Background: an optimization exercise with open tools, aiming at small area. Do not read the settings as production practice. Function was checked by simulation only, so behaviour that the tests miss may differ from the original. In every run shown here, the design's own scripts or RTL, not TritonCTS, make the clock network. The flow treats the clock pin as an ideal source. Dropping or thinning the clock tree relies on that and would not hold on a real chip. Power is estimated from default activity; no workload was simulated.

`flow/flow/run.sh`:
```
#!/bin/bash
# Layout flow: the standard flow (standard.sh) with its own clock tree. Before ORFS's CTS
# step, flow/clock_tree.tcl (through the PRE_CTS_TCL hook, flow/cts_hook.tcl) clusters the
# flip-flops by recursive bisection of their placement and drives each cluster from one clock
# buffer, sized to keep the flip-flop clock-pin slew low; the leaf buffers are driven the same
# way by a balanced tree whose top buffers the clock port drives. Ports get one-unit buffers.
# ORFS reads these settings from the environment. standard.sh's output goes to standard.log
# and each ORFS step keeps its own log under orfs/logs.
set -e
HERE=$(cd "$(dirname "${BASH_SOURCE[0]}")" && pwd)
export PRE_CTS_TCL="$HERE/cts_hook.tcl"
export CT_LEVELS="sky130_fd_sc_hd__clkbuf_8:20:60 sky130_fd_sc_hd__clkbuf_8:8 sky130_fd_sc_hd__clkbuf_16:6 sky130_fd_sc_hd__clkbuf_16:4"
export CT_ROOT_MAX=4
export CT_SLEW_LEAF=0.112
export CT_SLEW_MID=0.150
export BUFFER_PORTS_ARGS="-buffer_cell sky130_fd_sc_hd__buf_1"
bash standard.sh > standard.log 2>&1
```
`flow/flow/clock_tree.tcl`:
```
# Builds the clock tree by hand: the clock's flip-flops are split by recursive bisection of
# their placement into groups of at most LEAF_N, each driven by one LEAF_BUF placed at the
# group's centre; the leaf buffers are grouped the same way under MID_BUF buffers, and so on
# until at most ROOT_MAX drivers remain, which the clock port drives.
proc ct_env {name default} {
  if {[info exists ::env($name)] && $::env($name) ne ""} { return $::env($name) }
  return $default
}
set ct_levels [ct_env CT_LEVELS "sky130_fd_sc_hd__clkbuf_4:12 sky130_fd_sc_hd__clkbuf_8:14 sky130_fd_sc_hd__clkbuf_16:16"]
set ct_root_max [ct_env CT_ROOT_MAX 1]

proc ct_hp {items} {
  set xs [lmap it $items {lindex $it 0}]
  set ys [lmap it $items {lindex $it 1}]
  return [expr {[tcl::mathfunc::max {*}$xs] - [tcl::mathfunc::min {*}$xs] + [tcl::mathfunc::max {*}$ys] - [tcl::mathfunc::min {*}$ys]}]
}

# Groups of at most maxn items whose bounding box half-perimeter is at most maxhp (dbu).
proc ct_cluster {items maxn maxhp} {
  set n [llength $items]
  if {$n <= 1 || ($n <= $maxn && [ct_hp $items] <= $maxhp)} { return [list $items] }
  set k [expr {max(2, int(ceil(double($n) / $maxn)))}]
  set halves [ct_split $items 2 $k]
  set out {}
  foreach h $halves { set out [concat $out [ct_cluster $h $maxn $maxhp]] }
  return $out
}

proc ct_split {items k {kk 0}} {
  # with kk > 0: split into two parts in the ratio floor(kk/2) : kk - floor(kk/2)
  if {$kk > 0} {
    set xs [lmap it $items {lindex $it 0}]
    set ys [lmap it $items {lindex $it 1}]
    set dx [expr {[tcl::mathfunc::max {*}$xs] - [tcl::mathfunc::min {*}$xs]}]
    set dy [expr {[tcl::mathfunc::max {*}$ys] - [tcl::mathfunc::min {*}$ys]}]
    set idx [expr {$dx >= $dy ? 0 : 1}]
    set sorted [lsort -real -index $idx $items]
    set n [llength $sorted]
    set n1 [expr {int(round(double($n) * ($kk / 2) / $kk))}]
    return [list [lrange $sorted 0 [expr {$n1 - 1}]] [lrange $sorted $n1 end]]
  }
  # items: list of {x y obj}; k: number of groups wanted
  if {$k <= 1} { return [list $items] }
  set xs [lmap it $items {lindex $it 0}]
  set ys [lmap it $items {lindex $it 1}]
  set dx [expr {[tcl::mathfunc::max {*}$xs] - [tcl::mathfunc::min {*}$xs]}]
  set dy [expr {[tcl::mathfunc::max {*}$ys] - [tcl::mathfunc::min {*}$ys]}]
  set idx [expr {$dx >= $dy ? 0 : 1}]
  set sorted [lsort -real -index $idx $items]
  set n [llength $sorted]
  set k1 [expr {$k / 2}]
  set k2 [expr {$k - $k1}]
  set n1 [expr {int(round(double($n) * $k1 / $k))}]
  set a [lrange $sorted 0 [expr {$n1 - 1}]]
  set b [lrange $sorted $n1 end]
  return [concat [ct_split $a $k1] [ct_split $b $k2]]
}

set block [ord::get_db_block]
set db [ord::get_db]
set clk_net [$block findNet [ct_env CT_NET ce_clk]]
# items are {x y iterm}
set items {}
foreach it [$clk_net getITerms] {
  set inst [$it getInst]
  set bb [$inst getBBox]
  lappend items [list [expr {([$bb xMin] + [$bb xMax]) / 2}] [expr {([$bb yMin] + [$bb yMax]) / 2}] $it]
}
puts "clock tree: [llength $items] sinks on [$clk_net getName]"
set lvl 0
set nbuf 0
set specs $ct_levels
while {[llength $items] > $ct_root_max} {
  if {[llength $specs] > 1} {
    set spec [lindex $specs 0]
    set specs [lrange $specs 1 end]
  } else {
    set spec [lindex $specs 0]
  }
  lassign [split $spec :] master_name maxn maxhp
  if {$maxhp eq ""} { set maxhp 1e12 } else { set maxhp [expr {$maxhp * 1000}] }
  set master [$db findMaster $master_name]
  set groups [ct_cluster $items $maxn $maxhp]
  set next {}
  set gi 0
  foreach g $groups {
    set sx 0; set sy 0
    foreach it $g { set sx [expr {$sx + [lindex $it 0]}]; set sy [expr {$sy + [lindex $it 1]}] }
    set cx [expr {int($sx / [llength $g])}]
    set cy [expr {int($sy / [llength $g])}]
    set name "ctbuf_${lvl}_${gi}"
    set inst [odb::dbInst_create $block $master $name]
    $inst setLocation [expr {$cx - [$master getWidth] / 2}] [expr {$cy - [$master getHeight] / 2}]
    $inst setPlacementStatus PLACED
    set net [odb::dbNet_create $block "ctnet_${lvl}_${gi}"]
    $net setSigType CLOCK
    foreach it $g {
      set iterm [lindex $it 2]
      $iterm disconnect
      $iterm connect $net
    }
    [$inst findITerm X] connect $net
    set a [$inst findITerm A]
    $a connect $clk_net
    lappend next [list $cx $cy $a]
    incr gi
    incr nbuf
  }
  puts "clock tree level $lvl: [llength $groups] x $master_name (at most $maxn loads each)"
  set items $next
  incr lvl
}
puts "clock tree: $nbuf buffers, [llength $items] driven by the port"

# Size each buffer, from the leaves up, to the smallest clock buffer whose output slew, with
# placement-estimated parasitics, is at most CT_SLEW_LEAF (leaves) or CT_SLEW_MID (above).
set ct_sizes [ct_env CT_SIZES "sky130_fd_sc_hd__clkbuf_2 sky130_fd_sc_hd__clkbuf_4 sky130_fd_sc_hd__clkbuf_8 sky130_fd_sc_hd__clkbuf_16"]
set ct_slew_leaf [ct_env CT_SLEW_LEAF 0.105]
set ct_slew_mid [ct_env CT_SLEW_MID 0.150]
set_propagated_clock [all_clocks]
estimate_parasitics -placement
proc ct_load_slew {inst} {
  set mx 0
  foreach it [[[$inst findITerm X] getNet] getITerms] {
    if {[$it isInputSignal] || [[$it getMTerm] getName] eq "CLK"} {
      set p [get_pins "[[$it getInst] getName]/[[$it getMTerm] getName]"]
      set s [get_property $p slew_max]
      if {$s > $mx} { set mx $s }
    }
  }
  return $mx
}
set ct_order {}
for {set l 0} {$l < $lvl} {incr l} { lappend ct_order $l }
lappend ct_order 0
foreach l $ct_order {
  set target [expr {$l == 0 ? $ct_slew_leaf : $ct_slew_mid}]
  set nsz 0
  foreach inst [$block getInsts] {
    if {![string match "ctbuf_${l}_*" [$inst getName]]} { continue }
    foreach m $ct_sizes {
      $inst swapMaster [$db findMaster $m]
      if {[ct_load_slew $inst] <= $target} { break }
    }
    incr nsz
  }
  puts "clock tree level $l: sized $nsz buffers"
}
```
`flow/flow/cts_hook.tcl`:
```
# PRE_CTS_TCL hook for ORFS's cts.tcl: build the clock tree with clock_tree.tcl, then make
# cts.tcl's clock_tree_synthesis call a no-op; the rest of cts.tcl (legalisation, timing
# repair) runs as usual.
source [file join [file dirname [info script]] clock_tree.tcl]
rename clock_tree_synthesis ct_unused_clock_tree_synthesis
proc clock_tree_synthesis {args} {
  puts "clock tree built by cts_hook.tcl; clock_tree_synthesis $args skipped"
}
```
`flow/standard.sh`:
```
#!/bin/bash
# synth_recipe.tcl (not shown) runs the flow's synth.tcl, then flattens the netlist and writes it again
# the make line also repeats each setting of config.mk as NAME=value (left out here)
make -C /OpenROAD-flow-scripts/flow DESIGN_CONFIG=/design/flow/config.mk WORK_HOME=/design/flow/orfs CLKGATE_MAP_FILE= SYNTH_SCRIPT=/design/flow/synth_recipe.tcl "${@:-finish}"
```
`flow/config.mk`:
```
export PLATFORM = sky130hd
export DESIGN_NAME = atsc_dc_blocker
export DESIGN_NICKNAME = atsc_dc_blocker
export VERILOG_FILES = /design/flow/design.v
export SDC_FILE = /design/flow/constraint.sdc
export NUM_CORES = 4
export LEC_CHECK = 0
export CAP_MARGIN = 0
export CORE_MARGIN = 2
export CORE_UTILIZATION = 70
export SLEW_MARGIN = 0
```
`flow/constraint.sdc`:
```
create_clock -name core_clock -period 8.0 [get_ports {ce_clk}]
set_input_delay 1.6000 -clock core_clock [delete_from_list [all_inputs] [get_ports {ce_clk}]]
set_output_delay 1.6000 -clock core_clock [all_outputs]
set_load 0.01 [all_outputs]
```
`flow/design.v`:
```
module atsc_dc_blocker #(
    parameter int LOG2_LEN = 6,
    parameter int SR_CTRL  = 132
) (
    input  logic        ce_clk,
    input  logic        ce_rst,
    input  logic        set_stb,
    input  logic [7:0]  set_addr,
    input  logic [31:0] set_data,
    input  logic [31:0] in_tdata,
    input  logic        in_tlast,
    input  logic        in_tvalid,
    output logic        in_tready,
    output logic [31:0] out_tdata,
    output logic        out_tlast,
    output logic        out_tvalid,
    input  logic        out_tready
);
    localparam int N  = 1 << LOG2_LEN;
    localparam int SW = 16 + LOG2_LEN;
    localparam logic [7:0] CTRL_ADDR = 8'(SR_CTRL);
    localparam int KS = 14;   
    localparam int KD = 12;   
    function automatic logic [SW-1:0] csadd(input logic [SW-1:0] a, input logic [SW-1:0] b,
                                            input logic cin, input int K);
        logic c, h, run;
        logic [SW-1:0] r;
        c = cin;
        h = 1'b0;
        for (int k = 0; k < SW; k++) begin
            if (k == K) begin
                h = c;
                c = 1'b0;
            end
            r[k] = a[k] ^ b[k] ^ c;
            c    = (a[k] & b[k]) | (c & (a[k] ^ b[k]));
        end
        run = 1'b1;
        for (int k = 0; k < SW; k++) begin
            if (k < K) begin
                csadd[k] = r[k];
            end else begin
                csadd[k] = r[k] ^ (h & run);
                run      = run & r[k];
            end
        end
    endfunction
    function automatic logic [SW+15:0] comp(input logic [15:0] x, input logic [SW-1:0] base,
                                            input logic mean_en, input logic [15:0] nold);
        logic [SW-1:0] s, c, t, r;
        logic [15:0]   mean, xo, mo, no, res;
        mean = base[SW-1:LOG2_LEN] & {16{mean_en}};
        xo   = x ^ 16'h8000;
        mo   = ~(mean ^ 16'h8000);
        no   = nold ^ 16'h8000;
        r    = csadd({{(SW-16){1'b0}}, xo}, {{(SW-16){1'b0}}, mo}, 1'b1, KD);
        if (r[16] == r[15]) res = r[16] ? 16'h7fff : 16'h8000;
        else                res = r[15:0];
        for (int k = 0; k < 16; k++) begin
            s[k] = base[k] ^ xo[k] ^ no[k];
            c[k] = (base[k] & xo[k]) | (base[k] & no[k]) | (xo[k] & no[k]);
        end
        s[SW-1:16] = base[SW-1:16];
        t = csadd(s, {{(SW-16){~c[15]}}, c[14:0], 1'b1}, 1'b0, KS);
        comp = {res, t};
    endfunction
    function automatic logic [5:0] lfsr_next(input logic [5:0] v);
        lfsr_next = {v[4:0], v[5] ^ v[4]};
    endfunction
    localparam logic [5:0] CNT_ONE = 6'b000001;   
    function automatic logic [5:0] lfsr_after(input int n);
        logic [5:0] v;
        v = CNT_ONE;
        for (int k = 0; k < n; k++) v = lfsr_next(v);
        lfsr_after = v;
    endfunction
    localparam logic [5:0] CNT_LAST = lfsr_after(62);
    logic                    out_tvalid_q;
    logic [31:0]             out_tdata_q;
    logic                    out_tlast_q;
    logic [SW-1:0]           sum_i_q, sum_q_q;
    logic [5:0]              cnt_q;
    logic                    full_q;
    logic                    bypass_q;
    logic                    clear_q;
    logic [31:0]             win [N];
    logic                    accept, ctrl_wr, old_vld;
    logic [SW-1:0]           base_i, base_q;
    logic [15:0]             nold_i, nold_q;
    logic [SW+15:0]          r_i, r_q;
    logic                    unused_bits;
    assign in_tready  = ~out_tvalid_q | out_tready;
    assign accept     = in_tvalid & in_tready;
    assign ctrl_wr    = set_stb & (set_addr == CTRL_ADDR);
    assign out_tdata  = out_tdata_q;
    assign out_tlast  = out_tlast_q;
    assign out_tvalid = out_tvalid_q;
    assign old_vld = full_q & ~clear_q;
    assign base_i  = clear_q ? '0 : sum_i_q;
    assign base_q  = clear_q ? '0 : sum_q_q;
    assign nold_i  = ~({16{old_vld}} & win[N-1][31:16]);
    assign nold_q  = ~({16{old_vld}} & win[N-1][15:0]);
    assign r_i     = comp(in_tdata[31:16], base_i, ~bypass_q, nold_i);
    assign r_q     = comp(in_tdata[15:0],  base_q, ~bypass_q, nold_q);
    assign unused_bits = ^{set_data[31:2]};
    always_ff @(posedge ce_clk or posedge ce_rst) begin
        if (ce_rst) begin
            out_tvalid_q <= 1'b0;
            bypass_q     <= 1'b0;
            clear_q      <= 1'b1;
        end else begin
            out_tvalid_q <= accept | (out_tvalid_q & ~out_tready);
            if (ctrl_wr) bypass_q <= set_data[0];
            clear_q      <= (ctrl_wr & set_data[1]) | (clear_q & ~accept);
        end
    end
    always_ff @(posedge ce_clk) begin
        if (accept) begin
            out_tdata_q <= {r_i[SW+15:SW], r_q[SW+15:SW]};
            out_tlast_q <= in_tlast;
            sum_i_q     <= r_i[SW-1:0];
            sum_q_q     <= r_q[SW-1:0];
            cnt_q       <= clear_q ? CNT_ONE : lfsr_next(cnt_q);
            full_q      <= ~clear_q & (full_q | (cnt_q == CNT_LAST));
            win[0]      <= in_tdata;
            for (int k = 1; k < N; k++) win[k] <= win[k-1];
        end
    end
endmodule
```
==> notes.md, run 1 <==
The global-route wire length before repair came out at 125000 µm. The detail-routed net length per standard cell came out at 19.9 µm. In the layout the commonest cells are 2132 x sky130_fd_sc_hd__edfxtp_1, 102 x sky130_fd_sc_hd__inv_1, 98 x sky130_fd_sc_hd__fa_1, 82 x sky130_fd_sc_hd__buf_1, 69 x sky130_fd_sc_hd__clkbuf_8. The routed wire length came out at 81700 µm. The worst pin sits at a relative slew slack of 0.201. STA classifies the critical path startpoint as a register. The final number of setup-violating endpoints came out at 0.

After global routing the overflow that remains totals 0. The count of flip-flops with a built-in enable after synthesis came out at 2132. The proportion of register bits with asynchronous set or reset after synthesis is 0.00141. The overall die area is 99600 µm².

The number of maximum-capacitance constraint violations is 0. In the synthesized netlist the dominant register cell turns out to be sky130_fd_sc_hd__edfxtp_1. The layout net count came out at 3011. Static timing analysis puts the maximum clock frequency at 0.134 GHz. The buffers inserted during post-CTS setup optimization came out at 0. The quantity of I/O buffers inserted on ports came out at 82. Setup repair after global routing left no endpoint under its margin. The worst path in the final design needs a cycle of 7.49 ns, including I/O delays and setup.

The termination of the worst setup path is sum_i_q[19]$_DFFE_PP_. The total power divided by cell area came out at 281 nW/µm². Compared with the post-synthesis result, the final layout area differs by 6.15%.

The flip-flop and latch count after synthesis came out at 2135. The source of the worst hold timing path is win[18][22]$_DFFE_PP_. The most numerous cell on the critical path is sky130_fd_sc_hd__fa_1. The filler-free cell count of the finished design is 4106. For this run, the number of Yosys warnings is 2.

The share of final-layout standard cells stronger than drive strength 1 is 0.0723. The number of detailed-route iterations in the first pass came out at 5. The worst setup slack for register-to-register paths is 0.51 ns. The final hold violation count came out at 0.

In this run the cell area of the synthesized design comes to 68000 µm². The number of antenna-violating nets in the routed design came out at 0. The number of cells traversed by the worst register-to-register path came out at 21. The startpoint identified for the worst register-to-register timing path is clear_q$_DFF_PP1_. The final count of pins violating max slew is 0. The overall power is 20.3 mW.

The number of antenna violations at the first check in global routing came out at 5. The worst clock skew on the final layout is 0.203 ns. In this run, post-CTS repair resized a total of 0 instances. The die is 316 µm tall.

In the synthesized netlist, the number of instances is 2578. The largest individual stage delay along the critical path comes from the cell sky130_fd_sc_hd__dfstp_2. After clock tree synthesis, the clock-pin slew on the worst setup and hold paths is 0.11 ns. In the routed design, unresolved DRC markers number 0. The leakage power figure came out at 23.6 nW. The number of design-rule violations left by the first detailed-router iteration came out at 2311. The number of top-level pins came out at 113. The total instance count after detailed placement came out at 3951.

The clock reaches the later pin of the worst-skew pair after 1.03 ns. The largest total area in the synthesized netlist belongs to sky130_fd_sc_hd__edfxtp_1. The routed layout has 22.9k vias. The share of Yosys cell area claimed by the top area cell type is 0.942. Along the worst path, the maximum fanout reaches 16. The placed wire-length estimate after detailed placement came out at 42800 µm.

The total number of placement rows came out at 114. In the global route stage, overall resource usage came out at 0.161. The required time reported for the critical path endpoint came out at 8.62 ns. The worst hold-check slack came out at 0.271 ns. After synthesis, the cell types taking the most area are sky130_fd_sc_hd__edfxtp_1 94%, sky130_fd_sc_hd__fa_1 2.9%, sky130_fd_sc_hd__inv_1 0.56%. Grouping stages by cell kind, the critical path spends the most delay in adder cells. The x dimension of the die came out at 316 µm. The number of hold buffers added after CTS was 0. The core area came out at 96400 µm². Counting both buffers and inverters, the worst setup path holds a total of 2. The actual slew at the worst max-slew pin came out at 1.20 ns. The largest net degree at the start of global routing came out at 220. The run finished with no timing, DRC or antenna violations. The initial cell density of the core came out at 0.705.

The worst register-to-register path ends at sum_i_q[19]$_DFFE_PP_. The post-synth net total came out at 2765. In the finished design, the share of the clock period the worst path needs comes to 0.936.

The number of global-route vias before repair is 22.1k. The min-delay analysis places its worst path in the category register to register. The number of distinct library cells after synthesis came out at 40. The origin of the worst setup path is clear_q$_DFF_PP1_. The critical path goes through nor2b_2, and2_1, fa_1, fa_1, inv_1, fa_1, fa_1, fa_1, fa_1, fa_1, fa_1, fa_1, fa_1, fa_1, fa_1, fa_1, inv_1, fa_1, nand4bb_1, nor3_1, xnor2_1. In this design, the stage delay of the slowest critical-path cell is 0.96 ns.

The global placer's final weighted congestion is 0.803. VDD sags by at most 0.244 mV. The sequential element share of the synthesized area came out at 0.943. The number of gates on the worst path with buffers counted came out at 21. STA classifies the critical path endpoint as a register.

At the worst endpoint, the arrival time is 8.11 ns. The synthesized area divided by synthesized cell count is 26.4 µm². The most common library cell in the layout ignoring fill and taps is sky130_fd_sc_hd__edfxtp_1. By startpoint and endpoint, the worst setup path is classified as register to register. The post-detailed-route via-to-cell ratio is 5.57.
==> Yosys cell counts (3+ instances only) <==
cell type and count:
sky130_fd_sc_hd__edfxtp_1 2132, sky130_fd_sc_hd__inv_1 102, sky130_fd_sc_hd__fa_1 98, sky130_fd_sc_hd__nand2_1 46, sky130_fd_sc_hd__nor2_1 35, sky130_fd_sc_hd__and2_1 26
sky130_fd_sc_hd__a21oi_1 17, sky130_fd_sc_hd__nor2b_1 17, sky130_fd_sc_hd__ha_1 11, sky130_fd_sc_hd__xnor2_1 11, sky130_fd_sc_hd__a21oi_2 10, sky130_fd_sc_hd__xor2_1 9
sky130_fd_sc_hd__clkbuf_1 8, sky130_fd_sc_hd__or2_2 7, sky130_fd_sc_hd__buf_6 4, sky130_fd_sc_hd__nand2b_1 4, sky130_fd_sc_hd__nor3_1 4, sky130_fd_sc_hd__a211oi_1 3
sky130_fd_sc_hd__buf_2 3
==> state kept, by name, summed over array words and instances (netlist names), 6 cells and up <==
register and count:
sum_i_q 22, out_tdata_q 32, sum_q_q 22, cnt_q 6, win 2048
==> worst min-delay path by stage <==
stage                            endpoint  slack, ns  depth (start not counted)
floorplan            win[10][0]$_DFFE_PP_       0.40                          0
global placement      win[3][4]$_DFFE_PP_       0.40                          0
detailed placement  win[10][22]$_DFFE_PP_       0.40                          0
CTS                 win[23][22]$_DFFE_PP_       0.25                          0
global route        win[11][14]$_DFFE_PP_       0.27                          0
finish              win[19][22]$_DFFE_PP_       0.27                          0
==> cell families (layout without fill, tap and decap cells) <==
family | count (synthesis) | in the layout | synth area share
flip-flops | 2135 | 2135 | 0.943
buffers and inverters | 118 | 362 | 0.00701
other | 0 | 8 | 0
AO/OA/AOI/OAI | 39 | 39 | 0.00387
AND/OR/NAND/NOR | 154 | 154 | 0.0119
multiplexers | 3 | 3 | 0.000718
XOR/XNOR | 20 | 20 | 0.00258
adder cells (fa/ha/maj) | 109 | 109 | 0.0309
==> worst reg2reg max path, stage by stage (launching register included) <==
cell and delay [ns]:
sky130_fd_sc_hd__dfstp_2 0.96, sky130_fd_sc_hd__nor2b_2 0.29, sky130_fd_sc_hd__and2_1 0.26, sky130_fd_sc_hd__fa_1 0.52
sky130_fd_sc_hd__fa_1 0.18, sky130_fd_sc_hd__inv_1 0.05, sky130_fd_sc_hd__fa_1 0.39, sky130_fd_sc_hd__fa_1 0.39
sky130_fd_sc_hd__fa_1 0.39, sky130_fd_sc_hd__fa_1 0.39, sky130_fd_sc_hd__fa_1 0.39, sky130_fd_sc_hd__fa_1 0.38
sky130_fd_sc_hd__fa_1 0.38, sky130_fd_sc_hd__fa_1 0.38, sky130_fd_sc_hd__fa_1 0.39, sky130_fd_sc_hd__fa_1 0.38
sky130_fd_sc_hd__fa_1 0.37, sky130_fd_sc_hd__inv_1 0.08, sky130_fd_sc_hd__fa_1 0.19, sky130_fd_sc_hd__nand4bb_1 0.24
sky130_fd_sc_hd__nor3_1 0.11, sky130_fd_sc_hd__xnor2_1 0.14
==> report_power, final <==
part | switching, mW | leakage [nW] | internal, mW
clock network | 2.84 | 1.03 | 1.56
logic | 1.40 | 2.26 | 0.825
registers | 0.264 | 20.3 | 13.4
==> metrics by stage <==
stage               instance area, µm²  TNS (ns)  worst slack (ns)   util
CTS                              72100         0             0.453  0.748
detailed placement               70200    -0.412            -0.115  0.728
global route                     72100         0             0.270  0.748
finish                           72100         0             0.511  0.748
floorplan                        68000         -             -8.90      -
global placement                 70200         0            0.0489  0.728
==> routing by layer <==
| layer | GRT usage | vias up | wire length, µm |
|---|---|---|---|
| met5 | 0 | - | 12 |
| met4 | 0.0406 | 2 | 2210 |
| met3 | 0.0266 | 169 | 4090 |
| met2 | 0.216 | 420 | 33800 |
| met1 | 0.286 | 11893 | 41600 |
| li1 | - | 10405 | - |
==> area by class of cell <==
| class | count | area [µm²] |
|---|---|---|
| diodes | 8 | 20.0 |
| well taps | 1276 | 1600 |
| inverters | 102 | 383 |
| repair buffers | 113 | 728 |
| plain buffers | 147 | 1920 |
| flip-flops and latches | 2135 | 64100 |
| multi-input cells | 325 | 3410 |
| fillers | 5201 | 24300 |
==> inputs of run 2 (changes only) <==
==> flow/flow/run.sh (replaced) <==
#!/bin/bash
# Layout flow: the standard flow (standard.sh) with its own clock tree. Before ORFS's CTS
# step, flow/clock_tree.tcl (through the PRE_CTS_TCL hook, flow/cts_hook.tcl) clusters the
# flip-flops by recursive bisection of their placement and drives each cluster from one clock
# buffer, sized to keep the flip-flop clock-pin slew low; the leaf buffers are driven the same
# way by a balanced tree whose top buffers the clock port drives. Before ORFS's resize step,
# flow/enable_tree.tcl (through the PRE_RESIZE_TCL hook, flow/resize_hook.tcl) replaces the
# buffers placement put on the sample-accept net, which drives every window register's enable,
# with a two-level tree over placement clusters. Ports get one-unit buffers.
# ORFS reads these settings from the environment. standard.sh's output goes to standard.log
# and each ORFS step keeps its own log under orfs/logs.
set -e
HERE=$(cd "$(dirname "${BASH_SOURCE[0]}")" && pwd)
export PRE_CTS_TCL="$HERE/cts_hook.tcl"
export CT_LEVELS="sky130_fd_sc_hd__clkbuf_8:20:60 sky130_fd_sc_hd__clkbuf_8:8 sky130_fd_sc_hd__clkbuf_16:6 sky130_fd_sc_hd__clkbuf_16:4"
export CT_ROOT_MAX=4
export PRE_RESIZE_TCL="$HERE/resize_hook.tcl"
export DT_LEVELS="sky130_fd_sc_hd__buf_6:200 sky130_fd_sc_hd__buf_8:40"
export CT_SLEW_LEAF=0.116
export CT_SLEW_MID=0.100
export BUFFER_PORTS_ARGS="-buffer_cell sky130_fd_sc_hd__buf_1"
bash standard.sh > standard.log 2>&1
==> flow/flow/enable_tree.tcl (new file) <==
# Rebuilds the buffer tree of the net that drives the window's enable pins (the accept
# signal): the buffers that placement put on it are removed and its loads are split by
# recursive bisection of their placement into groups of at most DT_LEAF_N, each driven by one
# DT_LEAF_BUF at the group's centre; the leaf buffers are driven by DT_TOP_BUF buffers in
# groups of at most DT_TOP_N, which the original driver drives.
proc dt_env {name default} {
  if {[info exists ::env($name)] && $::env($name) ne ""} { return $::env($name) }
  return $default
}
proc dt_split2 {items} {
  set xs [lmap it $items {lindex $it 0}]
  set ys [lmap it $items {lindex $it 1}]
  set dx [expr {[tcl::mathfunc::max {*}$xs] - [tcl::mathfunc::min {*}$xs]}]
  set dy [expr {[tcl::mathfunc::max {*}$ys] - [tcl::mathfunc::min {*}$ys]}]
  set idx [expr {$dx >= $dy ? 0 : 1}]
  set sorted [lsort -real -index $idx $items]
  set n1 [expr {[llength $sorted] / 2}]
  return [list [lrange $sorted 0 [expr {$n1 - 1}]] [lrange $sorted $n1 end]]
}
proc dt_cluster {items maxn} {
  if {[llength $items] <= $maxn} { return [list $items] }
  set out {}
  foreach h [dt_split2 $items] { set out [concat $out [dt_cluster $h $maxn]] }
  return $out
}
proc dt_is_buf {inst} {
  set m [[$inst getMaster] getName]
  return [expr {[string match sky130_fd_sc_hd__buf_* $m] || [string match sky130_fd_sc_hd__clkbuf_* $m]}]
}
proc dt_driver {net} {
  foreach it [$net getITerms] { if {[$it isOutputSignal]} { return $it } }
  return ""
}

set block [ord::get_db_block]
set db [ord::get_db]
# the root: walk back from an enable pin through buffers
set de ""
foreach inst [$block getInsts] {
  if {[[$inst getMaster] getName] eq "sky130_fd_sc_hd__edfxtp_1"} { set de [$inst findITerm DE]; break }
}
set net [$de getNet]
while {1} {
  set d [dt_driver $net]
  if {$d eq "" || ![dt_is_buf [$d getInst]]} { break }
  set net [[[$d getInst] findITerm A] getNet]
}
set root $net
# collect the loads through buffers and the buffers themselves
set sinks {}
set bufs {}
set todo [list $root]
while {[llength $todo]} {
  set n [lindex $todo 0]
  set todo [lrange $todo 1 end]
  foreach it [$n getITerms] {
    if {[$it isOutputSignal]} { continue }
    set inst [$it getInst]
    if {[dt_is_buf $inst] && [[$it getMTerm] getName] eq "A"} {
      lappend bufs $inst
      lappend todo [[$inst findITerm X] getNet]
    } else {
      lappend sinks $it
    }
  }
}
puts "enable tree: root [$root getName], [llength $sinks] loads, [llength $bufs] buffers removed"
foreach b $bufs {
  set on [[$b findITerm X] getNet]
  foreach it [$b getITerms] { $it disconnect }
  odb::dbInst_destroy $b
  if {$on ne "NULL" && $on ne "" && [llength [$on getITerms]] == 0 && [llength [$on getBTerms]] == 0} { odb::dbNet_destroy $on }
}
foreach it $sinks { $it disconnect; $it connect $root }
set items {}
foreach it $sinks {
  set bb [[$it getInst] getBBox]
  lappend items [list [expr {([$bb xMin] + [$bb xMax]) / 2}] [expr {([$bb yMin] + [$bb yMax]) / 2}] $it]
}
set lvl 0
set gi 0
foreach spec [dt_env DT_LEVELS "sky130_fd_sc_hd__buf_8:120 sky130_fd_sc_hd__buf_8:20"] {
  lassign [split $spec :] mname maxn
  if {[llength $items] <= 2} { break }
  set master [$db findMaster $mname]
  set next {}
  foreach g [dt_cluster $items $maxn] {
    set sx 0; set sy 0
    foreach it $g { set sx [expr {$sx + [lindex $it 0]}]; set sy [expr {$sy + [lindex $it 1]}] }
    set cx [expr {int($sx / [llength $g])}]
    set cy [expr {int($sy / [llength $g])}]
    set inst [odb::dbInst_create $block $master "dtbuf_${lvl}_${gi}"]
    $inst setLocation [expr {$cx - [$master getWidth] / 2}] [expr {$cy - [$master getHeight] / 2}]
    $inst setPlacementStatus PLACED
    set n [odb::dbNet_create $block "dtnet_${lvl}_${gi}"]
    foreach it $g { [lindex $it 2] disconnect; [lindex $it 2] connect $n }
    [$inst findITerm X] connect $n
    [$inst findITerm A] connect $root
    lappend next [list $cx $cy [$inst findITerm A]]
    incr gi
  }
  puts "enable tree level $lvl: [llength $next] x $mname"
  set items $next
  incr lvl
}
==> flow/flow/resize_hook.tcl (new file) <==
# PRE_RESIZE_TCL hook for ORFS's resize.tcl: rebuild the enable net's buffer tree with
# enable_tree.tcl before ORFS's repair_design checks the design.
source [file join [file dirname [info script]] enable_tree.tcl]
==> run 2 against run 1 <==
- global-route usage down 0.10 points
- critical path type unchanged
- setup slack worse by 0.042 ns
- largest cell class unchanged
- critical endpoint is now sum_q_q[19]$_DFFE_PP_
- synthesized cell count unchanged
- combinational power about the same
- area after synthesis unchanged
- final cell count down 0.24%
- largest power group unchanged
- via count up 0.19%
==> notes.md, run 2 <==
The x dimension of the die was 316 µm (unchanged). The number of antenna-violating nets in the routed design is 0 (unchanged). The total number of yosys warnings was 2 (unchanged). The count of flip-flops with a built-in enable after synthesis is 2132 (unchanged). The minimum period implied by the final worst setup slack came out at 7.53 ns (was 7.49 ns). The count of filler cells inserted in the layout came to 5229 (was 5201). The post-cts resize count came out at 0 (unchanged). The worst max-slew margin expressed relative to the limit was 0.234 (was 0.201). The required time reported for the critical path endpoint came out at 8.51 ns (was 8.62 ns).

The worst hold-check slack is 0.325 ns (was 0.271 ns). The peak fanout along the critical path was 16 (unchanged). The total number of vias is 22.9k (about the same). The most frequent cell after synthesis was sky130_fd_sc_hd__edfxtp_1 (unchanged). The total area of sequential cells came out at 64100 µm² (unchanged). The layout net count came out at 3026 (was 3011). The netlist area before placement is 68000 µm² (unchanged). The synthesized instance count came out at 2578 (unchanged). The final cell utilization of the core came out at 0.745 (was 0.748). The global-route wire length before repair came to 123000 µm (was 125000 µm). The chip height is 316 µm (unchanged). The global placer's final weighted congestion came to 0.803 (unchanged). The sequential element share of the synthesized area is 0.943 (unchanged). The total instance count after detailed placement came to 3948 (was 3951). The worst setup slack for register-to-register paths came out at 0.47 ns (was 0.51 ns).

The total area of multi-input combinational cells came out at 3410 µm² (unchanged). The final hold violation count is 0 (unchanged). The post-detailed-route via-to-cell ratio came out at 5.60 (was 5.57). The terminus of the critical flop-to-flop path was sum_q_q[19]$_DFFE_PP_ (was sum_i_q[19]$_DFFE_PP_). The number of top-level pins came out at 113 (unchanged). The predominant post-synthesis flop cell is sky130_fd_sc_hd__edfxtp_1 (unchanged). Largest registers ranked by flip-flop count: win: 2048 flops, out_tdata_q: 32 flops (unchanged). The source-to-sink clock delay at the later pin of the worst-skew pair came out at 0.80 ns (was 1.03 ns). The final number of setup-violating endpoints is 0 (unchanged).

The remaining global-route overflow is 0 (unchanged). The buffers inserted during post-CTS setup optimization was 0 (unchanged). The routed wire length is 81800 µm (was 81700 µm). The share of final-layout standard cells stronger than drive strength 1 is 0.0706 (was 0.0723). The post-CTS clock slew at the launch and capture registers of the worst setup and hold paths came out at 0.11 ns (about the same). The actual slew at the worst max-slew pin is 1.15 ns (was 1.20 ns). The filler-free cell count of the finished design was 4096 (was 4106).

The number of design-rule violations left by the first detailed-router iteration is 2521 (was 2311). The worst clock skew on the final layout is 0.145 ns (was 0.203 ns). The number of distinct library cells after synthesis came out at 40 (unchanged).

The reg-to-reg critical path startpoint is clear_q$_DFF_PP1_ (unchanged). The aggregate global-route resource usage came out at 0.160 (was 0.161). The flip-flop and latch count after synthesis came out at 2135 (unchanged).

Setup repair after global routing missed its margin: false (unchanged). The largest net degree at the start of global routing is 135 (was 220). The final count of pins violating max slew came out at 0 (unchanged). The flip-flop count of the largest register after layout was 2048 (unchanged). The synthesized area divided by synthesized cell count was 26.4 µm² (unchanged). The post-synth net total came out at 2765 (unchanged).

The origin of the worst setup path is clear_q$_DFF_PP1_ (unchanged). Top area cells in the synthesized netlist: sky130_fd_sc_hd__edfxtp_1 94%, sky130_fd_sc_hd__fa_1 2.9%, sky130_fd_sc_hd__inv_1 0.56% (unchanged). The critical path start-end classification is register to register (unchanged). The number of hold-repair buffers added at the cts stage was 0 (unchanged). The proportion of register bits with asynchronous set or reset after synthesis was 0.00141 (unchanged). Highest-count cells in the layout ignoring fill and taps: 2132 x sky130_fd_sc_hd__edfxtp_1, 102 x sky130_fd_sc_hd__inv_1, 99 x sky130_fd_sc_hd__clkbuf_8, 98 x sky130_fd_sc_hd__fa_1, 82 x sky130_fd_sc_hd__buf_1 (was 2132 x sky130_fd_sc_hd__edfxtp_1, 102 x sky130_fd_sc_hd__inv_1, 98 x sky130_fd_sc_hd__fa_1, 82 x sky130_fd_sc_hd__buf_1, 69 x sky130_fd_sc_hd__clkbuf_8). The overall die area is 99600 µm² (unchanged).

The overall power is 20.1 mW (was 20.3 mW). The number of antenna violations at the first check in global routing was 5 (unchanged). The data arrival time at the worst-slack endpoint came out at 8.05 ns (was 8.11 ns). The termination of the worst setup path is sum_q_q[19]$_DFFE_PP_ (was sum_i_q[19]$_DFFE_PP_). The leakage power figure is 23.5 nW (was 23.6 nW).

The class of the tightest hold or removal check was register to register (unchanged). The register with the highest flop count is win (unchanged). The DRC violation count after routing is 0 (unchanged). The core area was 96400 µm² (unchanged). The cell type with the largest total area after synthesis is sky130_fd_sc_hd__edfxtp_1 (unchanged).

The post-route clock period utilization was 0.941 (was 0.936). The worst supply voltage drop on vdd came out at 0.195 mV (was 0.244 mV). The initial cell density of the core came out at 0.705 (unchanged). The total power divided by cell area is 280 nW/µm² (was 281 nW/µm²). The most common library cell in the layout ignoring fill and taps is sky130_fd_sc_hd__edfxtp_1 (unchanged). The number of maximum-capacitance constraint violations came out at 0 (unchanged). The endpoint kind of the worst setup timing path was a register (unchanged). The total number of placement rows is 114 (unchanged). The number of global-route vias before repair came out at 21.9k (was 22.1k). The number of cells traversed by the worst register-to-register path is 21 (unchanged). The share of Yosys cell area claimed by the top area cell type came out at 0.942 (unchanged). The upper clock frequency limit came to 0.133 GHz (was 0.134 GHz). The type of element launching the critical path is a register (unchanged). Status: timing/DRC/antenna clean (unchanged). Ranking of synthesized cells by instance count: 2132 x sky130_fd_sc_hd__edfxtp_1, 102 x sky130_fd_sc_hd__inv_1, 98 x sky130_fd_sc_hd__fa_1 (unchanged). The detail-routed net length per standard cell came out at 20.0 µm (was 19.9 µm). The layout overhead on the synthesized area is 5.64% (was 6.15%). The number of detailed-route iterations in the first pass is 5 (unchanged).

The placed wire-length estimate after detailed placement is 42200 µm (was 42800 µm). The quantity of I/O buffers inserted on ports came out at 82 (unchanged).
-- run 2: cell counts after synthesis --
Identical to the previous run, type by type.
-- run 2: final cells by class --
| class | instances | area share |
|---|---|---|
| flip-flops and latches | 2135 | 0.893 |
| multi-input cells | 325 | 0.0475 |
| plain buffers | 162 | 0.0267 |
| well taps | 1276 | 0.0222 |
| repair buffers | 93 | 0.00544 |
| inverters | 102 | 0.00533 |
| diodes | 3 | 0.000105 |
-- run 2: worst min path at each step --
stage | start | to | slack, ns | cells after the start
after floorplan | win[9][0]$_DFFE_PP_ | win[10][0]$_DFFE_PP_ | 0.40 | 0
after global placement | win[2][4]$_DFFE_PP_ | win[3][4]$_DFFE_PP_ | 0.40 | 0
after detailed placement | win[11][26]$_DFFE_PP_ | win[12][26]$_DFFE_PP_ | 0.40 | 0
after CTS | win[31][23]$_DFFE_PP_ | win[32][23]$_DFFE_PP_ | 0.29 | 0
after global routing | win[51][23]$_DFFE_PP_ | win[52][23]$_DFFE_PP_ | 0.33 | 0
final | win[31][23]$_DFFE_PP_ | win[32][23]$_DFFE_PP_ | 0.33 | 0
-- run 2: where the power goes --
part           leakage (nW)  switching (mW)  total (mW)  internal [mW]
registers              20.3           0.264        13.7           13.4
logic                  2.21            1.40        2.22          0.815
clock network         0.931            2.80        4.20           1.40
-- run 2: logic make-up after synthesis --
family                   after synthesis  share of synthesized area
AO/OA/AOI/OAI                         39                    0.00387
adder cells (fa/ha/maj)              109                     0.0309
XOR/XNOR                              20                    0.00258
multiplexers                           3                   0.000718
flip-flops                          2135                      0.943
AND/OR/NAND/NOR                      154                     0.0119
buffers and inverters                118                    0.00701
-- run 2: routing by layer --
| layer | vias up | track usage | part of all wire |
|---|---|---|---|
| met4 | 6 | 0.0387 | 0.024 |
| met5 | - | 0 | 0.00055 |
| li1 | 10383 | - | - |
| met1 | 11901 | 0.285 | 0.51 |
| met3 | 147 | 0.0237 | 0.050 |
| met2 | 495 | 0.216 | 0.42 |
-- run 2: metrics by stage --
| stage | TNS [ns] | area (µm²) | setup slack (ns) |
|---|---|---|---|
| detailed placement | -0.599 | 70100 | -0.140 |
| finish | 0 | 71800 | 0.469 |
| global route | 0 | 71800 | 0.227 |
| floorplan | - | 68000 | -8.90 |
| CTS | 0 | 71800 | 0.423 |
| global placement | 0 | 70200 | 0.0489 |
-- run 2: worst max-delay path, stage by stage, from the launching register on --
cell and delay [ns]:
sky130_fd_sc_hd__dfstp_2 0.94, sky130_fd_sc_hd__nor2b_2 0.29, sky130_fd_sc_hd__and2_1 0.25, sky130_fd_sc_hd__fa_1 0.50, sky130_fd_sc_hd__fa_1 0.17, sky130_fd_sc_hd__inv_1 0.05, sky130_fd_sc_hd__fa_1 0.38, sky130_fd_sc_hd__fa_1 0.39
sky130_fd_sc_hd__fa_1 0.40, sky130_fd_sc_hd__fa_1 0.41, sky130_fd_sc_hd__fa_1 0.40, sky130_fd_sc_hd__fa_1 0.40, sky130_fd_sc_hd__fa_1 0.40, sky130_fd_sc_hd__fa_1 0.40, sky130_fd_sc_hd__fa_1 0.39, sky130_fd_sc_hd__fa_1 0.39
sky130_fd_sc_hd__fa_1 0.37, sky130_fd_sc_hd__inv_1 0.07, sky130_fd_sc_hd__fa_1 0.19, sky130_fd_sc_hd__nand4bb_1 0.24, sky130_fd_sc_hd__nor3_1 0.12, sky130_fd_sc_hd__xnor2_1 0.14
==> inputs of run 3 (changes only) <==
--- a/flow/flow/run.sh
+++ b/flow/flow/run.sh
@@ -17,6 +17,6 @@
 export PRE_RESIZE_TCL="$HERE/resize_hook.tcl"
 export DT_LEVELS="sky130_fd_sc_hd__buf_6:200 sky130_fd_sc_hd__buf_8:40"
 export CT_SLEW_LEAF=0.116
-export CT_SLEW_MID=0.100
+export CT_SLEW_MID=0.150
 export BUFFER_PORTS_ARGS="-buffer_cell sky130_fd_sc_hd__buf_1"
 bash standard.sh > standard.log 2>&1
==> run 3 against run 2 <==
- final cell count about the same
- register-to-register slack worse by 0.04 ns
- first-iteration DRC count down 3.3%
- final area down 0.11%
- global-route usage about the same
- setup slack worse by 0.045 ns
- worst hold slack better by 0.016 ns
- sequential share of layout area up 0.10 points
- core utilization down 0.084 points
- critical path depth unchanged
- combinational power about the same
==> notes.md, run 3 <==
Status: timing/DRC/antenna clean (unchanged). The slowest stage cell on the critical path is sky130_fd_sc_hd__dfstp_2 (unchanged). The x dimension of the die came out at 316 µm (unchanged). The source-to-sink clock delay at the later pin of the worst-skew pair came out at 0.92 ns (was 0.80 ns).

The layout overhead on the synthesized area came out at 5.52% (was 5.64%). The overall power came out at 20.0 mW (was 20.1 mW). The worst supply voltage drop on vdd is 0.194 mV (was 0.195 mV). The share of power burned in registers came to 0.684 (was 0.681). The placed wire-length estimate after detailed placement is 42200 µm (unchanged). The uppermost signal routing layer after detailed routing is met5 (unchanged). The total number of yosys warnings came out at 2 (unchanged). The post-route clock period utilization came to 0.947 (was 0.941). The global placer's final weighted congestion came out at 0.803 (unchanged). The required time reported for the critical path endpoint is 8.68 ns (was 8.51 ns). The detail-routed net length per standard cell came out at 20.0 µm (about the same). The length of routed met2 wiring is 34100 µm (was 34200 µm). The number of global-route vias before repair came out at 21.9k (about the same). The DRC violation count after routing came out at 0 (unchanged). The largest net degree at the start of global routing came out at 135 (unchanged). The aggregate global-route resource usage came to 0.160 (about the same). The number of antenna violations at the first check in global routing came out at 5 (unchanged). The post-cts resize count came out at 0 (unchanged). The number of top-level pins came to 113 (unchanged). The total number of vias is 22.9k (about the same). The number of antenna-violating nets in the routed design came out at 0 (unchanged). The most common library cell in the layout ignoring fill and taps was sky130_fd_sc_hd__edfxtp_1 (unchanged). The adder-cell share of the synthesized area is 0.0309 (unchanged). The global-route wire length before repair was 123000 µm (about the same).

Highest-count cells in the layout ignoring fill and taps: 2132 x sky130_fd_sc_hd__edfxtp_1, 102 x sky130_fd_sc_hd__inv_1, 98 x sky130_fd_sc_hd__fa_1, 88 x sky130_fd_sc_hd__clkbuf_8, 82 x sky130_fd_sc_hd__buf_1 (was 2132 x sky130_fd_sc_hd__edfxtp_1, 102 x sky130_fd_sc_hd__inv_1, 99 x sky130_fd_sc_hd__clkbuf_8, 98 x sky130_fd_sc_hd__fa_1, 82 x sky130_fd_sc_hd__buf_1). The post-synthesis xor/xnor area fraction came out at 0.00258 (unchanged). The upper clock frequency limit is 0.132 GHz (was 0.133 GHz).

The relative contribution of the clock network to total power is 0.205 (was 0.209). The share of cell area taken by muxes after synthesis is 0.000718 (unchanged). Setup repair after global routing missed its margin: false (unchanged). The number of design-rule violations left by the first detailed-router iteration is 2437 (was 2521). The worst max-slew margin expressed relative to the limit came out at 0.213 (was 0.234).

The routed wire length came to 81800 µm (about the same). The flip-flop and latch count after synthesis is 2135 (unchanged). The total number of placement rows is 114 (unchanged). The main combinational cell family by area after synthesis is adder cells (unchanged). The post-synth net total is 2765 (unchanged). The internal power component came out at 15.6 mW (about the same). The chip height is 316 µm (unchanged). The share of Yosys cell area claimed by the top area cell type came out at 0.942 (unchanged).

The most numerous cell on the critical path is sky130_fd_sc_hd__fa_1 (unchanged). The buffers inserted during post-CTS setup optimization is 0 (unchanged). The actual slew at the worst max-slew pin came out at 1.18 ns (was 1.15 ns).

The number of maximum-capacitance constraint violations came out at 0 (unchanged). The family of cells with the greatest summed delay on the critical path is adder cells (unchanged). The netlist area before placement is 68000 µm² (unchanged).

The proportion of register bits with asynchronous set or reset after synthesis came out at 0.00141 (unchanged). The worst path buffer plus inverter count came out at 2 (unchanged). The final number of setup-violating endpoints was 0 (unchanged). The routed wire length on met3 came out at 4090 µm (was 4100 µm).

The initial cell density of the core is 0.705 (unchanged). The count of filler cells inserted in the layout is 5252 (was 5229). The predominant post-synthesis flop cell is sky130_fd_sc_hd__edfxtp_1 (unchanged).

The class of the tightest hold or removal check is register to register (unchanged). The net switching component of the power is 4.45 mW (was 4.46 mW). Top area cells in the synthesized netlist: sky130_fd_sc_hd__edfxtp_1 94%, sky130_fd_sc_hd__fa_1 2.9%, sky130_fd_sc_hd__inv_1 0.56% (unchanged). The type of element launching the critical path is a register (unchanged). The overall die area is 99600 µm² (unchanged). The cell type with the largest total area after synthesis was sky130_fd_sc_hd__edfxtp_1 (unchanged).

The final hold violation count is 0 (unchanged). The endpoint kind of the worst setup timing path is a register (unchanged). The power share of the combinational group came out at 0.111 (was 0.110). The synthesized instance count came out at 2578 (unchanged).

The compound-gate portion of the synthesized area is 0.00387 (unchanged). The remaining global-route overflow came out at 0 (unchanged). The sequential element share of the synthesized area is 0.943 (unchanged).

The minimum period implied by the final worst setup slack is 7.58 ns (was 7.53 ns). The final count of pins violating max slew is 0 (unchanged). The number of detailed-route iterations in the first pass came out at 5 (unchanged).

The met1 routed wirelength after detailed routing came to 41500 µm (was 41600 µm). Ranking of synthesized cells by instance count: 2132 x sky130_fd_sc_hd__edfxtp_1, 102 x sky130_fd_sc_hd__inv_1, 98 x sky130_fd_sc_hd__fa_1 (unchanged). The post-CTS clock slew at the launch and capture registers of the worst setup and hold paths is 0.11 ns (about the same). The peak fanout along the critical path came out at 16 (unchanged). The synthesized area divided by synthesized cell count is 26.4 µm² (unchanged).

The critical path start-end classification is register to register (unchanged). The total power divided by cell area came out at 279 nW/µm² (was 280 nW/µm²). The post-detailed-route via-to-cell ratio is 5.59 (was 5.60). The worst clock skew on the final layout came out at 0.127 ns (was 0.145 ns).

The share of final-layout standard cells stronger than drive strength 1 came out at 0.0706 (unchanged). The core area is 96400 µm² (unchanged). The most frequent cell after synthesis is sky130_fd_sc_hd__edfxtp_1 (unchanged). The switching share of power is 0.223 (was 0.222). The register with the highest flop count is win (unchanged). The count of flip-flops with a built-in enable after synthesis was 2132 (unchanged). The final cell utilization of the core is 0.744 (was 0.745).

The quantity of I/O buffers inserted on ports is 82 (unchanged). The number of hold-repair buffers added at the cts stage is 0 (unchanged). Largest registers ranked by flip-flop count: win: 2048 flops, out_tdata_q: 32 flops (unchanged). The synthesized-area fraction occupied by and/or/nand/nor cells came out at 0.0119 (unchanged).

The leakage power figure came out at 23.4 nW (was 23.5 nW). The data arrival time at the worst-slack endpoint was 8.25 ns (was 8.05 ns). The layout net count came out at 3026 (unchanged). The number of distinct library cells after synthesis came out at 40 (unchanged). The flip-flop count of the largest register after layout came to 2048 (unchanged).

The delay contributed by the slowest stage of the critical path came out at 0.94 ns (about the same). Critical-path cell list: nor2b_2, and2_1, fa_1, fa_1, inv_1, fa_1, fa_1, fa_1, fa_1, fa_1, fa_1, fa_1, fa_1, fa_1, fa_1, fa_1, inv_1, fa_1, nand4bb_1, nor3_1, xnor2_1 (unchanged).
run 3: cell counts after synthesis:
Identical to the previous run, type by type.
run 3: final cells by class:
type	instances	area [µm²]	area share
flip-flops and latches	2135	64100	0.894
multi-input cells	325	3410	0.0475
plain buffers	162	1840	0.0256
well taps	1276	1600	0.0223
repair buffers	93	390	0.00544
inverters	102	383	0.00534
diodes	4	10.0	0.000140
run 3: power groups by stage:
stage | sequential [mW] | combinational [mW] | clock [mW]
final | 13.7 | 2.21 | 4.10
after global routing | 13.8 | 2.51 | 4.66
after CTS | 13.7 | 2.24 | 4.31
after detailed placement | 13.9 | 2.24 | 0
after global placement | 13.9 | 2.05 | 0
after floorplan | 14.2 | 1.58 | 0
run 3: stage by stage:
step | hold WS (ns) | cells | TNS [ns] | instance area (µm²) | setup WS, ns
2_1_floorplan | 0.400 | 2578 | - | 68000 | -8.90
3_3_place_gp | 0.401 | 3951 | 0 | 70200 | 0.0489
3_5_place_dp | 0.405 | 3948 | -0.599 | 70100 | -0.140
4_1_cts | 0.319 | 4093 | 0 | 71700 | 0.367
5_1_grt | 0.320 | 4097 | 0 | 71700 | 0.194
6_report | 0.342 | 4097 | 0 | 71700 | 0.424
run 3: layer usage:
layer	global-route usage	up-vias
met5	0	-
met4	0.0401	6
met3	0.0233	144
met2	0.216	505
met1	0.285	11875
li1	-	10377
run 3: worst paths after layout:
check                                      start  cells past startpoint  slack, ns                endpoint
hold reg to reg            win[16][22]$_DFFE_PP_                      0       0.34   win[17][22]$_DFFE_PP_
max in group asynchronous                 ce_rst                      2       7.22       clear_q$_DFF_PP1_
setup reg to reg               clear_q$_DFF_PP1_                     21       0.42   sum_q_q[19]$_DFFE_PP_
min in group asynchronous                 ce_rst                      2       0.56  out_tvalid_q$_DFF_PP0_
hold / removal             win[16][22]$_DFFE_PP_                      0       0.34   win[17][22]$_DFFE_PP_
setup / recovery               clear_q$_DFF_PP1_                     21       0.42   sum_q_q[19]$_DFFE_PP_
run 3: kinds of logic after synthesis:
family	count (synthesis)
adders and majority gates	109
AOI/OAI and AO/OA	39
DFF	2135
buffers and inverters	118
xor gates and xnor gates	20
and+or+nand+nor	154
muxes	3
run 3: worst reg2reg max path: cells and delay by family, from the launching register on:
family                   cells  cell delay [ns]
XOR/XNOR                     1             0.14
buffers and inverters        2             0.12
AND/OR/NAND/NOR              4             0.92
flip-flops                   1             0.94
adder cells (fa/ha/maj)     14             5.21
==> inputs of run 4 (changes only) <==
==> flow/flow/run.sh (replaced) <==
#!/bin/bash
# Layout flow: the standard flow (standard.sh) with two nets buffered by hand, through
# ORFS's step hooks (ORFS reads the hooks and settings below from the environment).
# - Clock: before ORFS's CTS step, flow/clock_tree.tcl (hook flow/cts_hook.tcl) clusters the
#   flip-flops by recursive bisection of their placement and drives each cluster from one
#   clock buffer at its centre; the leaf buffers are driven the same way by a balanced tree
#   whose top buffers the clock port drives, so every flip-flop is the same number of buffers
#   from the port. Buffers are sized to keep the flip-flop clock-pin slew low, and after
#   legalisation flow/cts_post_hook.tcl upsizes any that are still over the limit.
#   ORFS's clock_tree_synthesis call is skipped.
# - Sample-accept net (the enable of every window register): before ORFS's resize step,
#   flow/enable_tree.tcl (hook flow/resize_hook.tcl) replaces the buffers placement put on
#   it with a two-level tree over placement clusters.
# - Ports get one-unit buffers.
# standard.sh's output goes to standard.log; each ORFS step keeps its own log under orfs/logs.
set -e
HERE=$(cd "$(dirname "${BASH_SOURCE[0]}")" && pwd)
export PRE_CTS_TCL="$HERE/cts_hook.tcl"
export POST_CTS_TCL="$HERE/cts_post_hook.tcl"
export CT_LEVELS="sky130_fd_sc_hd__clkbuf_8:20:60 sky130_fd_sc_hd__clkbuf_8:8 sky130_fd_sc_hd__clkbuf_16:6 sky130_fd_sc_hd__clkbuf_16:4"
export CT_ROOT_MAX=4
export CT_SLEW_LEAF=0.116
export CT_SLEW_MID=0.100
export CT_FIX_LEAF=0.118
export CT_FIX_MID=0.130
export PRE_RESIZE_TCL="$HERE/resize_hook.tcl"
export DT_LEVELS="sky130_fd_sc_hd__buf_6:200 sky130_fd_sc_hd__buf_8:40"
export BUFFER_PORTS_ARGS="-buffer_cell sky130_fd_sc_hd__buf_1"
bash standard.sh > standard.log 2>&1
--- a/flow/flow/clock_tree.tcl
+++ b/flow/flow/clock_tree.tcl
@@ -1,7 +1,11 @@
-# Builds the clock tree by hand: the clock's flip-flops are split by recursive bisection of
-# their placement into groups of at most LEAF_N, each driven by one LEAF_BUF placed at the
-# group's centre; the leaf buffers are grouped the same way under MID_BUF buffers, and so on
-# until at most ROOT_MAX drivers remain, which the clock port drives.
+# Builds the clock tree by hand. CT_LEVELS lists, from the leaves up, "cell:N:HP" per level:
+# the clock's flip-flops are split by recursive bisection of their placement into groups of at
+# most N whose bounding box half-perimeter is at most HP um, each group driven by one buffer
+# placed at its centre; the level's buffers are grouped the same way by the next level, and so
+# on until at most CT_ROOT_MAX buffers remain, which the clock port drives. Every flip-flop is
+# then the same number of buffers from the port. The buffers are then sized to the smallest
+# clock buffer that keeps their loads' slew within a target (ct_size); ct_fix upsizes where
+# the slew is still over a limit after legalisation.
 proc ct_env {name default} {
   if {[info exists ::env($name)] && $::env($name) ne ""} { return $::env($name) }
   return $default
@@ -112,11 +116,15 @@
 }
 puts "clock tree: $nbuf buffers, [llength $items] driven by the port"
 
-# Size each buffer, from the leaves up, to the smallest clock buffer whose output slew, with
-# placement-estimated parasitics, is at most CT_SLEW_LEAF (leaves) or CT_SLEW_MID (above).
+# Size each buffer to the smallest of CT_SIZES whose loads' slew, with placement-estimated
+# parasitics, is at most CT_SLEW_LEAF (leaves) or CT_SLEW_MID (above). Two passes from the
+# leaves up, so each level sees its loads' final input capacitance.
+# ORFS sources hooks inside a procedure; the procedures below read these as globals.
+global ct_sizes ct_slew_leaf ct_slew_mid ct_nlevels
 set ct_sizes [ct_env CT_SIZES "sky130_fd_sc_hd__clkbuf_2 sky130_fd_sc_hd__clkbuf_4 sky130_fd_sc_hd__clkbuf_8 sky130_fd_sc_hd__clkbuf_16"]
 set ct_slew_leaf [ct_env CT_SLEW_LEAF 0.105]
 set ct_slew_mid [ct_env CT_SLEW_MID 0.150]
+set ct_nlevels $lvl
 set_propagated_clock [all_clocks]
 estimate_parasitics -placement
 proc ct_load_slew {inst} {
@@ -130,19 +138,50 @@
   }
   return $mx
 }
-set ct_order {}
-for {set l 0} {$l < $lvl} {incr l} { lappend ct_order $l }
-lappend ct_order 0
-foreach l $ct_order {
-  set target [expr {$l == 0 ? $ct_slew_leaf : $ct_slew_mid}]
-  set nsz 0
-  foreach inst [$block getInsts] {
-    if {![string match "ctbuf_${l}_*" [$inst getName]]} { continue }
-    foreach m $ct_sizes {
-      $inst swapMaster [$db findMaster $m]
-      if {[ct_load_slew $inst] <= $target} { break }
+proc ct_level_insts {l} {
+  set out {}
+  foreach inst [[ord::get_db_block] getInsts] {
+    if {[string match "ctbuf_${l}_*" [$inst getName]]} { lappend out $inst }
+  }
+  return $out
+}
+proc ct_size {} {
+  for {set pass 0} {$pass < 2} {incr pass} {
+    for {set l 0} {$l < $::ct_nlevels} {incr l} {
+      set target [expr {$l == 0 ? $::ct_slew_leaf : $::ct_slew_mid}]
+      foreach inst [ct_level_insts $l] {
+        foreach m $::ct_sizes {
+          $inst swapMaster [[ord::get_db] findMaster $m]
+          if {[ct_load_slew $inst] <= $target} { break }
+        }
+      }
     }
-    incr nsz
   }
-  puts "clock tree level $l: sized $nsz buffers"
+  puts "clock tree: sized"
 }
+# Upsize, one step at a time, every buffer whose loads' slew is over limit (CT_FIX_LEAF for
+# leaves, CT_FIX_MID above), from the top level down, until none is or no size is left.
+proc ct_next_size {m} {
+  set i [lsearch $::ct_sizes $m]
+  if {$i < 0 || $i + 1 >= [llength $::ct_sizes]} { return "" }
+  return [lindex $::ct_sizes [expr {$i + 1}]]
+}
+proc ct_fix {} {
+  set fix_leaf [ct_env CT_FIX_LEAF 0.118]
+  set fix_mid [ct_env CT_FIX_MID 0.130]
+  set n 0
+  for {set l [expr {$::ct_nlevels - 1}]} {$l >= 0} {incr l -1} {
+    set limit [expr {$l == 0 ? $fix_leaf : $fix_mid}]
+    foreach inst [ct_level_insts $l] {
+      while {[ct_load_slew $inst] > $limit} {
+        set m [ct_next_size [[$inst getMaster] getName]]
+        if {$m eq ""} { break }
+        $inst swapMaster [[ord::get_db] findMaster $m]
+        incr n
+      }
+    }
+  }
+  puts "clock tree: upsized $n times"
+  return $n
+}
+ct_size
==> flow/flow/cts_post_hook.tcl (new file) <==
# POST_CTS_TCL hook for ORFS's cts.tcl: after legalisation, upsize any clock buffer whose
# loads' slew is over limit (ct_fix in clock_tree.tcl), then legalise again.
estimate_parasitics -placement
if {[ct_fix] > 0} {
  detailed_placement
  check_placement -verbose
  estimate_parasitics -placement
}
set mx 0
foreach pin [all_registers -clock_pins -edge_triggered] {
  set s [get_property $pin slew_max]
  if {$s > $mx} { set mx $s }
}
puts "clock tree: largest flip-flop clock-pin slew after CTS $mx"
--- a/flow/flow/enable_tree.tcl
+++ b/flow/flow/enable_tree.tcl
@@ -1,8 +1,9 @@
 # Rebuilds the buffer tree of the net that drives the window's enable pins (the accept
-# signal): the buffers that placement put on it are removed and its loads are split by
-# recursive bisection of their placement into groups of at most DT_LEAF_N, each driven by one
-# DT_LEAF_BUF at the group's centre; the leaf buffers are driven by DT_TOP_BUF buffers in
-# groups of at most DT_TOP_N, which the original driver drives.
+# signal): the buffers that placement put on it are removed, and DT_LEVELS lists, from the
+# leaves up, "cell:N" per level: the net's loads are split by recursive bisection of their
+# placement into groups of at most N, each driven by one buffer at the group's centre; that
+# level's buffers are grouped the same way by the next level, whose buffers the net's
+# original driver drives.
 proc dt_env {name default} {
   if {[info exists ::env($name)] && $::env($name) ne ""} { return $::env($name) }
   return $default
==> run 4 against run 3 <==
- clock power grew 7.3%
- first-iteration DRC count is 1.5% higher
- final area grew 0.35%
- highest routed layer unchanged
- critical endpoint unchanged
- critical path type unchanged
- still clean
- synthesized cell count unchanged
- flip-flop and latch count stayed put
- area after synthesis stayed put
- setup slack worse by 0.022 ns
- worst hold slack better by 0.027 ns
- die area is the same
- register-to-register slack got worse by 0.02 ns
- power up 1.5%
- wire length is 0.37% higher
==> notes.md, run 4 <==
The minimum setup slack after placement is -0.140 ns (unchanged). Status: timing/DRC/antenna clean (unchanged). The global-route wire length before repair was 124000 µm (was 123000 µm). The peak fanout along the critical path is 16 (unchanged).

The family of cells with the greatest summed delay on the critical path is adder cells (unchanged). The delay contributed by the slowest stage of the critical path is 0.94 ns (about the same). The internal power component was 15.8 mW (was 15.6 mW). The total number of placement rows came out at 114 (unchanged).

The number of gates on the worst path with buffers counted is 21 (unchanged). The met3 usage is 0.0235 (was 0.0233). Setup repair after global routing missed its margin: false (unchanged). The post-route clock period utilization is 0.950 (was 0.947). Highest-count cells in the layout ignoring fill and taps: 2132 x sky130_fd_sc_hd__edfxtp_1, 102 x sky130_fd_sc_hd__inv_1, 98 x sky130_fd_sc_hd__fa_1, 96 x sky130_fd_sc_hd__clkbuf_8, 82 x sky130_fd_sc_hd__buf_1 (was 2132 x sky130_fd_sc_hd__edfxtp_1, 102 x sky130_fd_sc_hd__inv_1, 98 x sky130_fd_sc_hd__fa_1, 88 x sky130_fd_sc_hd__clkbuf_8, 82 x sky130_fd_sc_hd__buf_1). The sequential element share of the synthesized area was 0.943 (unchanged). The share of final-layout standard cells stronger than drive strength 1 came to 0.0706 (unchanged). The total area of sequential cells came to 64100 µm² (unchanged). The count of filler cells inserted in the layout came out at 5209 (was 5252). The main combinational cell family by area after synthesis is adder cells (unchanged).

The flip-flop count of the largest register after layout came out at 2048 (unchanged). The most numerous cell on the critical path was sky130_fd_sc_hd__fa_1 (unchanged). The number of maximum-capacitance constraint violations was 0 (unchanged). The quantity of I/O buffers inserted on ports came out at 82 (unchanged).

The type of element launching the critical path is a register (unchanged). The most common library cell in the layout ignoring fill and taps is sky130_fd_sc_hd__edfxtp_1 (unchanged). The number of design-rule violations left by the first detailed-router iteration is 2474 (was 2437). The remaining global-route overflow came out at 0 (unchanged). The final count of pins violating max slew came to 0 (unchanged). The flip-flop and latch count after synthesis came out at 2135 (unchanged).

The detail-routed net length per standard cell came out at 20.1 µm (was 20.0 µm). The layout net count came out at 3026 (unchanged). The aggregate global-route resource usage is 0.161 (was 0.160). The upper clock frequency limit was 0.132 GHz (about the same). The cell type with the largest total area after synthesis is sky130_fd_sc_hd__edfxtp_1 (unchanged). The class of the tightest hold or removal check is register to register (unchanged). The most frequent cell after synthesis is sky130_fd_sc_hd__edfxtp_1 (unchanged). The largest net degree at the start of global routing is 135 (unchanged). The worst clock skew on the final layout came out at 0.0633 ns (was 0.127 ns). Top area cells in the synthesized netlist: sky130_fd_sc_hd__edfxtp_1 94%, sky130_fd_sc_hd__fa_1 2.9%, sky130_fd_sc_hd__inv_1 0.56% (unchanged). The final number of setup-violating endpoints is 0 (unchanged). The final standard cell area without fillers came out at 72000 µm² (was 71700 µm²).

The predominant post-synthesis flop cell was sky130_fd_sc_hd__edfxtp_1 (unchanged). The net switching component of the power came to 4.48 mW (was 4.45 mW). The worst hold-check slack was 0.369 ns (was 0.342 ns). The DRC violation count after routing is 0 (unchanged). The global-route met1 utilization came out at 0.285 (about the same). The overall die area came out at 99600 µm² (unchanged).

The adder-cell share of the synthesized area is 0.0309 (unchanged). The proportion of register bits with asynchronous set or reset after synthesis came out at 0.00141 (unchanged). The number of detailed-route iterations in the first pass came out at 5 (unchanged).

The actual slew at the worst max-slew pin is 1.18 ns (about the same). Largest registers ranked by flip-flop count: win: 2048 flops, out_tdata_q: 32 flops (unchanged). The final cell utilization of the core came to 0.746 (was 0.744). The post-CTS clock slew at the launch and capture registers of the worst setup and hold paths is 0.11 ns (about the same). The core area came to 96400 µm² (unchanged). The critical path start-end classification was register to register (unchanged). The total area of multi-input combinational cells came to 3410 µm² (unchanged). The data arrival time at the worst-slack endpoint came to 7.88 ns (was 8.25 ns). The worst setup margin came out at 0.402 ns (was 0.424 ns). The relative contribution of the clock network to total power came out at 0.217 (was 0.205). The worst max-slew margin expressed relative to the limit was 0.214 (was 0.213). The total power divided by cell area came out at 282 nW/µm² (was 279 nW/µm²). The global placer's final weighted congestion is 0.803 (unchanged). The fraction of met2 tracks used by global routing came to 0.219 (was 0.216). The number of global-route vias before repair is 21.9k (about the same). The compound-gate portion of the synthesized area is 0.00387 (unchanged). The minimum period implied by the final worst setup slack is 7.60 ns (was 7.58 ns). The leakage power figure is 23.6 nW (was 23.4 nW).

The placed wire-length estimate after detailed placement came to 42200 µm (unchanged). The chip height is 316 µm (unchanged). The most crowded layer after global routing is met1 (unchanged).

The number of top-level pins is 113 (unchanged). The hold-critical path depth is 0 (unchanged). The endpoint kind of the worst setup timing path is a register (unchanged). The worst supply voltage drop on vdd is 0.195 mV (was 0.194 mV). The required time reported for the critical path endpoint was 8.28 ns (was 8.68 ns). The number of cells traversed by the worst register-to-register path came out at 21 (unchanged). The slowest stage cell on the critical path is sky130_fd_sc_hd__dfstp_2 (unchanged). The register with the highest flop count is win (unchanged). The post-synthesis xor/xnor area fraction came to 0.00258 (unchanged). The total number of vias is 22.9k (about the same). The routed wire length came out at 82100 µm (was 81800 µm). The instance area after placement came out at 70100 µm² (unchanged).

The synthesized instance count is 2578 (unchanged). The count of flip-flops with a built-in enable after synthesis came out at 2132 (unchanged). The final hold violation count came out at 0 (unchanged).

The share of Yosys cell area claimed by the top area cell type was 0.942 (unchanged). The synthesized-area fraction occupied by and/or/nand/nor cells is 0.0119 (unchanged). The share of power burned in registers was 0.674 (was 0.684). The number of antenna violations at the first check in global routing was 4 (was 5). The share of cell area taken by muxes after synthesis is 0.000718 (unchanged). The switching share of power came out at 0.221 (was 0.223). The source-to-sink clock delay at the later pin of the worst-skew pair is 0.58 ns (was 0.92 ns). The layout overhead on the synthesized area came out at 5.89% (was 5.52%). The diode insertion count for antenna repair is 0 (was 4). The x dimension of the die is 316 µm (unchanged). Ranking of synthesized cells by instance count: 2132 x sky130_fd_sc_hd__edfxtp_1, 102 x sky130_fd_sc_hd__inv_1, 98 x sky130_fd_sc_hd__fa_1 (unchanged). The post-detailed-route via-to-cell ratio was 5.59 (about the same). The total number of yosys warnings came out at 2 (unchanged). The number of distinct library cells after synthesis is 40 (unchanged). The netlist area before placement is 68000 µm² (unchanged). The number of antenna-violating nets in the routed design is 0 (unchanged). The worst path buffer plus inverter count is 2 (unchanged).
run 4: area by class of cell:
| cell class | instances | area share |
|---|---|---|
| inverters | 102 | 0.00532 |
| flip-flops and latches | 2135 | 0.891 |
| multi-input cells | 325 | 0.0474 |
| repair buffers | 93 | 0.00542 |
| plain buffers | 162 | 0.0291 |
| well taps | 1276 | 0.0222 |
run 4: final timing paths:
path / startpoint / endpoint / slack, ns
min: win[2][29]$_DFFE_PP_ / win[3][29]$_DFFE_PP_ / 0.37
max in group asynchronous: ce_rst / clear_q$_DFF_PP1_ / 6.85
max reg2reg: clear_q$_DFF_PP1_ / sum_q_q[19]$_DFFE_PP_ / 0.40
max: clear_q$_DFF_PP1_ / sum_q_q[19]$_DFFE_PP_ / 0.40
min in group asynchronous: ce_rst / out_tvalid_q$_DFF_PP0_ / 0.94
min reg2reg: win[2][29]$_DFFE_PP_ / win[3][29]$_DFFE_PP_ / 0.37
run 4: logic make-up (layout without fill, tap and decap cells):
logic type / count (synthesis) / after routing
buffers and inverters: 118 / 357
adder cells (fa/ha/maj): 109 / 109
XOR/XNOR: 20 / 20
multiplexers: 3 / 3
AND/OR/NAND/NOR: 154 / 154
AO/OA/AOI/OAI: 39 / 39
flip-flops: 2135 / 2135
run 4: layer usage:
layer / vias to the layer above / wire length [µm]
met2: 493 / 34400
met4: 4 / 2030
met1: 11841 / 41200
met3: 147 / 4380
li1: 10382 / -
met5: - / 27
run 4: per-stage QoR:
step	setup TNS [ns]	instances
after floorplan	-	2578
after global placement	0	3951
after detailed placement	-0.599	3948
after global routing	0	4093
final	0	4093
run 4: power by group through the flow:
stage / registers, mW / clock network [mW] / logic [mW]
6_report: 13.7 / 4.40 / 2.21
5_1_grt: 13.8 / 4.96 / 2.51
3_5_place_dp: 13.9 / 0 / 2.24
3_3_place_gp: 13.9 / 0 / 2.05
2_1_floorplan: 14.2 / 0 / 1.58

Re-timed with assumed drivers on the ports (clkbuf_16 on the clock, buf_2 on other inputs), run 4 has 0.402 ns of setup slack against 0.402 ns with ideal ports, and -0.129 ns once port delays also move by the mid clock arrival of 0.668 ns.
